This is an optimization exercise on Yosys and OpenROAD, whose aim is small area, a short achievable clock period and few clock cycles, not a production implementation.
Where RTL was checked, it was by simulation tests only, not by an equivalence proof against the original.
No activity file was given, so power comes from the tool's default toggle rates.

## wip/quartz
Design icache, start of the top module:
module icache (
  input  logic         clk,
  input  logic         rst,
  input  logic         inst_read,
  input  logic [31:0]  inst_addr,
  output logic [31:0]  inst_rdata,
  output logic         inst_resp,
  output logic         pmem_read,
  output logic [31:0]  pmem_address,
  input  logic [63:0]  pmem_rdata,
  input  logic         pmem_resp,
  output logic [31:0]  hit_count,
  output logic [31:0]  miss_count
);
Settings: LEC_CHECK=0, CAP_MARGIN=20, CORE_MARGIN=2, CORE_UTILIZATION=62, CTS_CLUSTER_DIAMETER=100, CTS_CLUSTER_SIZE=25, PLACE_DENSITY=0.72, SETUP_SLACK_MARGIN=1.0, SLEW_MARGIN=20; clock period 5.5 ns.
standard.sh (not shown) runs the stock make flow with config.mk's settings and CLKGATE_MAP_FILE= SYNTH_SCRIPT=/design/flow/synth_recipe.tcl, a recipe that flattens the netlist after the stock synthesis.
==> flow/flow/run.sh <==
#!/bin/bash
# The standard layout, with buf_4 cells as the port buffers instead of the
# delay cells that buffer_ports picks by default. Every tool's output goes to
# make.log (and ORFS's own per-step logs under orfs/logs).
set -euo pipefail
bash standard.sh "BUFFER_PORTS_ARGS=-buffer_cell sky130_fd_sc_hd__buf_4" finish > make.log 2>&1
Testbench counts of wip/quartz, summed over its fixed seeds: cycles 68,052.
Relative to wip/quartz, the following input files were edited for wip/tundra:
# wip/quartz
export LEC_CHECK = 0
export CAP_MARGIN = 20
export CORE_MARGIN = 2
export CORE_UTILIZATION = 62
export CTS_CLUSTER_DIAMETER = 100
export CTS_CLUSTER_SIZE = 25
export PLACE_DENSITY = 0.72
export SETUP_SLACK_MARGIN = 1.0
export SLEW_MARGIN = 20
create_clock -name core_clock -period 5.5 [get_ports {clk}]
# wip/tundra
export LEC_CHECK = 0
export CAP_MARGIN = 20
export CORE_MARGIN = 2
export CORE_UTILIZATION = 50
export CTS_CLUSTER_DIAMETER = 100
export CTS_CLUSTER_SIZE = 25
export PLACE_DENSITY = 0.65
export SETUP_SLACK_MARGIN = 1.5
export SLEW_MARGIN = 20
create_clock -name core_clock -period 5.5 [get_ports {clk}]
- Of wip/tundra and wip/quartz, it is wip/tundra that has the lower final-layout clock buffer total.
- met1 global-route usage sits lower in wip/tundra than in wip/quartz.
- Switching part of the total in wip/tundra is 0.69 points higher than in wip/quartz
- Going from wip/quartz to wip/tundra, the proportion of cell area occupied by multi-input gates was found to have gone up by 0.33 points.
- Compared with wip/quartz, in wip/tundra number of well taps up 24%; worst-case setup margin in the final layout up 0.067 ns.
Input changes introduced in wip/sierra (baseline for comparison: wip/tundra):
# wip/tundra
export LEC_CHECK = 0
export CAP_MARGIN = 20
export CORE_MARGIN = 2
export CORE_UTILIZATION = 50
export CTS_CLUSTER_DIAMETER = 100
export CTS_CLUSTER_SIZE = 25
export PLACE_DENSITY = 0.65
export SETUP_SLACK_MARGIN = 1.5
export SLEW_MARGIN = 20
create_clock -name core_clock -period 5.5 [get_ports {clk}]
# wip/sierra
export LEC_CHECK = 0
export CAP_MARGIN = 20
export CORE_MARGIN = 2
export CORE_UTILIZATION = 62
export CTS_CLUSTER_DIAMETER = 100
export CTS_CLUSTER_SIZE = 25
export PLACE_DENSITY = 0.72
export SETUP_SLACK_MARGIN = 1.5
export SLEW_MARGIN = 20
create_clock -name core_clock -period 5.5 [get_ports {clk}]
--- outcome ---
Final period demand of the worst path in wip/sierra is 0.041 ns below wip/tundra. On die area: wip/sierra sits below wip/tundra. Re pre-CTS setup slack: wip/sierra and wip/tundra aren't equal, and the lower value belongs to wip/sierra. The layout filler cell count in wip/tundra is 1.5 times that in wip/sierra. wip/sierra: global-route usage is 6.0 points higher than what wip/tundra reported. Note that the count of cells resized by post-cts repair recorded for wip/tundra amounts to 0.74 times the value seen in wip/sierra.


icache, a different RTL version from the one above (not shown whole).
For scale: about 5300 cells after synthesis, roughly 2300 flip-flops.
clock: 5.5 ns
lec_check: 0
cap_margin: 20
core_margin: 2
core_utilization: 65
cts_buf_list: sky130_fd_sc_hd__clkbuf_8
cts_cluster_size: 30
place_density: 0.75
slew_margin: 20
run.sh (not shown) runs the stock make flow with config.mk's settings and CLKGATE_MAP_FILE= SYNTH_SCRIPT=/design/flow/synth_recipe.tcl, a recipe that flattens the netlist after the stock synthesis.
Stock flow here: none of the scripts above is used.
Next try:
CORE_UTILIZATION = 40   (was 65)
CTS_BUF_LIST = not set   (was sky130_fd_sc_hd__clkbuf_8)
CTS_CLUSTER_SIZE = not set   (was 30)
PLACE_DENSITY = 0.6   (was 0.75)
After rerunning:
- With this change the flow completed and failed the layout checks on negative setup slack
- wire length came out higher by 8.0%
- first-iteration DRC count came out lower by about 23%
- total power came out higher by 10%
Function was not checked in any run of this note: the RTL went through the layout flow alone.


juniper:
icache, a different RTL version from the one above (not shown whole).
For scale: ~5100 cells after synthesis, ~2400 flip-flops, about 230 I/O pins.
==> flow/design.v (excerpt) <==
module icache (
  input  logic         clk,
  input  logic         rst,
  input  logic         inst_read,
  input  logic [31:0]  inst_addr,
  output logic [31:0]  inst_rdata,
  output logic         inst_resp,
  output logic         pmem_read,
  output logic [31:0]  pmem_address,
  input  logic [63:0]  pmem_rdata,
  input  logic         pmem_resp,
  output logic [31:0]  hit_count,
  output logic [31:0]  miss_count
);
export LEC_CHECK = 0
export CAP_MARGIN = 20
export CORE_MARGIN = 2
export CORE_UTILIZATION = 62
export CTS_CLUSTER_DIAMETER = 100
export CTS_CLUSTER_SIZE = 25
export PLACE_DENSITY = 0.72
export SETUP_SLACK_MARGIN = 1.25
export SLEW_MARGIN = 20
create_clock -name core_clock -period 5.5 [get_ports {clk}]
standard.sh (not shown) runs the stock make flow with config.mk's settings and CLKGATE_MAP_FILE= SYNTH_SCRIPT=/design/flow/synth_recipe.tcl, a recipe that flattens the netlist after the stock synthesis.
Scripts as last shown in full above: flow/flow/run.sh
Testbench counts of juniper, summed over its fixed seeds: cycles 68,088.
Modified inputs, amber compared to juniper
# juniper
export LEC_CHECK = 0
export CAP_MARGIN = 20
export CORE_MARGIN = 2
export CORE_UTILIZATION = 62
export CTS_CLUSTER_DIAMETER = 100
export CTS_CLUSTER_SIZE = 25
export PLACE_DENSITY = 0.72
export SETUP_SLACK_MARGIN = 1.25
export SLEW_MARGIN = 20
create_clock -name core_clock -period 5.5 [get_ports {clk}]
# amber
export LEC_CHECK = 0
export CAP_MARGIN = 20
export CORE_MARGIN = 2
export CORE_UTILIZATION = 62
export CTS_CLUSTER_DIAMETER = 100
export CTS_CLUSTER_SIZE = 25
export PLACE_DENSITY = 0.72
export SETUP_SLACK_MARGIN = 1.0
export SLEW_MARGIN = 20
create_clock -name core_clock -period 5.5 [get_ports {clk}]
Findings:
Ratio of routed vias to standard cells essentially unchanged between amber and juniper. In the metrics for amber and juniper, the one carrying the lower utilization is amber. Relative to juniper, critical path data arrival time increased by 200 ps in amber. Number of ordinary and repair buffers in the finished layout grows by a few percent when moving from juniper to amber. Share of power burned in registers: amber vs juniper, no meaningful difference. Looking at number of clock buffers in the layout, amber sits about 1.6% higher than juniper does. Comparing amber and juniper, cell depth of the worst flop-to-flop path is lower on juniper. Re met2 wire length: amber and juniper aren't equal, and the higher value belongs to amber. Lower relative area change from synthesis to final layout was reported by amber, not juniper. Diff juniper -> amber | final cell area excluding filler cells | down slightly. The post-route minimum period of amber is higher than that of juniper.
Setup changes, amber to xenon
# amber
export LEC_CHECK = 0
export CAP_MARGIN = 20
export CORE_MARGIN = 2
export CORE_UTILIZATION = 62
export CTS_CLUSTER_DIAMETER = 100
export CTS_CLUSTER_SIZE = 25
export PLACE_DENSITY = 0.72
export SETUP_SLACK_MARGIN = 1.0
export SLEW_MARGIN = 20
create_clock -name core_clock -period 5.5 [get_ports {clk}]
# xenon
export LEC_CHECK = 0
export CAP_MARGIN = 20
export CORE_MARGIN = 2
export CORE_UTILIZATION = 50
export CTS_CLUSTER_DIAMETER = 100
export CTS_CLUSTER_SIZE = 25
export PLACE_DENSITY = 0.65
export SETUP_SLACK_MARGIN = 1.25
export SLEW_MARGIN = 20
create_clock -name core_clock -period 5.5 [get_ports {clk}]
### Flow results
xenon vs amber — power rose 1.2%. Taking amber as the reference, in xenon number of rows created at floorplan increased by 16 relative to the old numbers; worst hold slack across all endpoints decreased by 13 ps relative to the old numbers; detailed-route via count increased by 361 relative to the old numbers. Relative to amber, core utilization has decreased by 12 points in xenon. Compared to amber, the routing of xenon uses more wire. amber has lower signed area change from the synthesized netlist to the final layout than xenon. Per the comparison of xenon with amber, delay of the slowest cell on the worst path +30 ps, pre-CTS worst setup slack dropped 79 ps, standby leakage power rose by about 3%.


Setup of run 1:
The RTL this note starts from:
==> flow/design.v <==
package icache_types;
  localparam int unsigned LINE_W   = 256;
  localparam int unsigned BEAT_W   = 64;
  localparam int unsigned BEATS    = 4;
  localparam int unsigned WORD_W   = 32;
  localparam int unsigned OFFSET_W = 5;
  localparam int unsigned ADDR_W   = 32;
  localparam int unsigned LINE_A_W = ADDR_W - OFFSET_W;
endpackage
module icache_array (
  input  logic         clk,
  input  logic         wr_en,
  input  logic [2:0]   wr_index,
  input  logic [1:0]   wr_beat,
  input  logic [63:0]  wr_data,
  input  logic [7:0]   rd_line_oh,
  output logic [255:0] rd_line
);
  logic [63:0] data_r [32];
  always_ff @(posedge clk) begin
    if (wr_en) begin
      data_r[{wr_index, wr_beat}] <= wr_data;
    end
  end
  always_comb begin
    rd_line = '0;
    for (int i = 0; i < 8; i++) begin
      rd_line = rd_line | ({256{rd_line_oh[i]}} &
                {data_r[4*i+3], data_r[4*i+2], data_r[4*i+1], data_r[4*i]});
    end
  end
endmodule
module icache (
  input  logic         clk,
  input  logic         rst,
  input  logic         inst_read,
  input  logic [31:0]  inst_addr,
  output logic [31:0]  inst_rdata,
  output logic         inst_resp,
  output logic         pmem_read,
  output logic [31:0]  pmem_address,
  input  logic [63:0]  pmem_rdata,
  input  logic         pmem_resp,
  output logic [31:0]  hit_count,
  output logic [31:0]  miss_count
);
  logic [7:0]   valid_r;
  logic [23:0]  tag_r [8];
  logic         fill_r;
  logic [1:0]   cnt_r;        
  logic         cur_v_r;      
  logic [26:0]  cur_line_r;
  logic [7:0]   cur_oh_r;     
  logic [2:0]   pw_r;         
  logic [7:0]   pw_oh_r;      
  logic         miss_r;       
  logic [31:0]  hc_r;
  logic [31:0]  mc_r;
  logic [2:0]   idx_s;
  logic [23:0]  tag_s;
  logic [1:0]   beat_s;
  logic [7:0]   eq_s;
  logic         hit_s;
  logic         same_s;
  logic         wmatch_s;
  logic         wmove_s;
  logic         early_s;
  logic         avail_s;
  logic         start_s;
  logic         move_s;
  logic         resp_s;
  logic [255:0] line_s;
  logic [31:0]  word_s;
  assign idx_s  = inst_addr[7:5];
  assign tag_s  = inst_addr[31:8];
  assign beat_s = pw_r[2:1];
  always_comb begin
    for (int j = 0; j < 8; j++) begin
      eq_s[j] = valid_r[j] && (tag_r[j] == tag_s);
    end
    hit_s   = eq_s[idx_s];
    same_s   = cur_v_r && (inst_addr[31:5] == cur_line_r);
    wmatch_s = inst_addr[4:2] == pw_r;
    early_s  = beat_s < cnt_r;
    avail_s  = !fill_r || early_s || (pmem_resp && (beat_s == cnt_r));
    resp_s   = inst_read && same_s && wmatch_s && avail_s;
    wmove_s  = inst_read && same_s && !wmatch_s;
    start_s = inst_read && !hit_s && !fill_r;
    move_s  = inst_read && !same_s && ((hit_s && !fill_r) || start_s);
    word_s    = '0;
    for (int w = 0; w < 8; w++) begin
      word_s = word_s | ({32{pw_oh_r[w]}} & line_s[w*32 +: 32]);
    end
  end
  icache_array u_array (
    .clk        (clk),
    .wr_en      (fill_r),
    .wr_index   (cur_line_r[2:0]),
    .wr_beat    (cnt_r),
    .wr_data    (pmem_rdata),
    .rd_line_oh (cur_oh_r),
    .rd_line    (line_s)
  );
  always_ff @(posedge clk) begin
    if (!rst) begin
      valid_r <= '0;
    end else if (start_s) begin
      valid_r[idx_s] <= 1'b1;
    end
  end
  always_ff @(posedge clk) begin
    if (start_s) begin
      tag_r[idx_s] <= tag_s;
    end
  end
  always_ff @(posedge clk) begin
    if (move_s) begin
      cur_line_r <= inst_addr[31:5];
      cur_oh_r   <= 8'd1 << idx_s;
    end
  end
  always_ff @(posedge clk) begin
    if (move_s || wmove_s) begin
      pw_r    <= inst_addr[4:2];
      pw_oh_r <= 8'd1 << inst_addr[4:2];
    end else if (resp_s) begin
      pw_r    <= pw_r + 3'd1;
      pw_oh_r <= {pw_oh_r[6:0], pw_oh_r[7]};
    end
  end
  always_ff @(posedge clk) begin
    if (!rst) begin
      fill_r     <= 1'b0;
      cnt_r      <= 2'd0;
      cur_v_r    <= 1'b0;
      miss_r     <= 1'b0;
      hc_r       <= 32'd0;
      mc_r       <= 32'd0;
    end else begin
      if (start_s) begin
        fill_r <= 1'b1;
        cnt_r  <= 2'd0;
        miss_r <= 1'b1;
        mc_r   <= mc_r + 32'd1;
      end else if (fill_r && pmem_resp) begin
        cnt_r <= cnt_r + 2'd1;
        if (cnt_r == 2'd3) begin
          fill_r <= 1'b0;
        end
      end
      if (move_s) begin
        cur_v_r <= 1'b1;
      end
      if (resp_s) begin
        miss_r <= 1'b0;
        if (!miss_r) begin
          hc_r <= hc_r + 32'd1;
        end
      end
    end
  end
  assign inst_resp    = resp_s;
  assign inst_rdata   = (fill_r && !early_s) ? (pw_r[0] ? pmem_rdata[63:32] : pmem_rdata[31:0]) : word_s;
  assign pmem_read    = fill_r || start_s;
  assign pmem_address = fill_r ? {cur_line_r, 5'd0} : {inst_addr[31:5], 5'd0};
  assign hit_count    = (inst_read && !miss_r) ? hc_r + 32'd1 : hc_r;
  assign miss_count   = mc_r;
endmodule
==> flow/config.mk <==
export PLATFORM = sky130hd
export DESIGN_NAME = icache
export DESIGN_NICKNAME = icache
export VERILOG_FILES = /design/flow/design.v
export SDC_FILE = /design/flow/constraint.sdc
export NUM_CORES = 4
export LEC_CHECK = 0
export CAP_MARGIN = 20
export CORE_MARGIN = 2
export CORE_UTILIZATION = 62
export CTS_CLUSTER_DIAMETER = 100
export CTS_CLUSTER_SIZE = 25
export PLACE_DENSITY = 0.72
export SETUP_SLACK_MARGIN = 1.5
export SLEW_MARGIN = 20
==> flow/constraint.sdc <==
create_clock -name core_clock -period 5.5 [get_ports {clk}]
set_input_delay 1.1000 -clock core_clock [delete_from_list [all_inputs] [get_ports {clk}]]
set_output_delay 1.1000 -clock core_clock [all_outputs]
set_load 0.01 [all_outputs]
Scripts as last shown in full above: flow/flow/run.sh
Testbench counts of run 1, summed over its fixed seeds: cycles 68,088.
The following lists how run 2 was set up differently from run 1:
# run 1
export LEC_CHECK = 0
export CAP_MARGIN = 20
export CORE_MARGIN = 2
export CORE_UTILIZATION = 62
export CTS_CLUSTER_DIAMETER = 100
export CTS_CLUSTER_SIZE = 25
export PLACE_DENSITY = 0.72
export SETUP_SLACK_MARGIN = 1.5
export SLEW_MARGIN = 20
create_clock -name core_clock -period 5.5 [get_ports {clk}]
# run 2
export LEC_CHECK = 0
export CAP_MARGIN = 20
export CORE_MARGIN = 2
export CORE_UTILIZATION = 50
export CTS_CLUSTER_DIAMETER = 100
export CTS_CLUSTER_SIZE = 25
export PLACE_DENSITY = 0.65
export SETUP_SLACK_MARGIN = 1.5
export SLEW_MARGIN = 20
create_clock -name core_clock -period 5.5 [get_ports {clk}]
[summary]
The standard cells in run 2 occupy more silicon area than those in run 1 do. Run 1 -> run 2: total half-perimeter wirelength after legalization and detailed placement increased by a few percent. [compare] base=run 1 new=run 2: final weighted congestion in routability-driven placement down 0.0057, total power went up about 1.2%. Re cell count: run 1 and run 2 aren't equal, and the lower value belongs to run 1.

==> re-timing with driven ports <==
No port has a modelled driver above. Below, the same layouts with a new extraction and two added sets of constraints.
Step 1 sets driving cells, clkbuf_16 on the clock port and buf_2 on the other inputs (assumed; they add their load-dependent delay and slew).
Step 2, shift: input delay + t, output delay - t, t = (earliest + latest rising clock arrival at the registers) / 2. This alone moves slack from input paths to output paths.
Three values: ideal, step 1, step 2; two values: the first two.
| run | shift t [ns] | setup WS [ns] | hold slack, ns | slew at the worst register clock pin (ns) | pins driven straight from the clock port |
|---|---|---|---|---|---|
| wip/quartz | 0.842 | 1.033 / 0.924 / 0.924 | 0.481 / 0.481 / 0.481 | 0.11 / 0.11 | 1 |
| wip/tundra | 0.859 | 1.100 / 1.018 / 1.114 | 0.493 / 0.493 / 0.493 | 0.11 / 0.11 | 1 |
| wip/sierra | 0.851 | 1.141 / 1.063 / 1.129 | 0.483 / 0.483 / 0.483 | 0.11 / 0.11 | 1 |
| the first run of note 2 | 1.144 | 0.070 / 0.029 / 0.029 | 0.467 / 0.467 / 0.467 | 0.07 / 0.07 | 1 |
| the second run of note 2 | 0.961 | -0.040 / -0.065 / -0.065 | 0.458 / 0.458 / 0.458 | 0.07 / 0.07 | 1 |
| juniper | 0.837 | 1.235 / 1.147 / 1.268 | 0.477 / 0.477 / 0.477 | 0.10 / 0.10 | 1 |
| amber | 0.848 | 1.032 / 0.949 / 1.130 | 0.484 / 0.484 / 0.484 | 0.11 / 0.11 | 1 |
| xenon | 0.859 | 1.193 / 1.102 / 1.170 | 0.470 / 0.470 / 0.470 | 0.11 / 0.11 | 1 |
| run 1 | 0.839 | 1.326 / 1.240 / 1.179 | 0.477 / 0.477 / 0.477 | 0.10 / 0.10 | 1 |
| run 2 | 0.866 | 1.218 / 1.132 / 1.116 | 0.469 / 0.469 / 0.469 | 0.10 / 0.10 | 1 |
The setup slack of run 1, which loses most, moves by -0.086 ns with the drivers and by -0.147 ns with both steps.
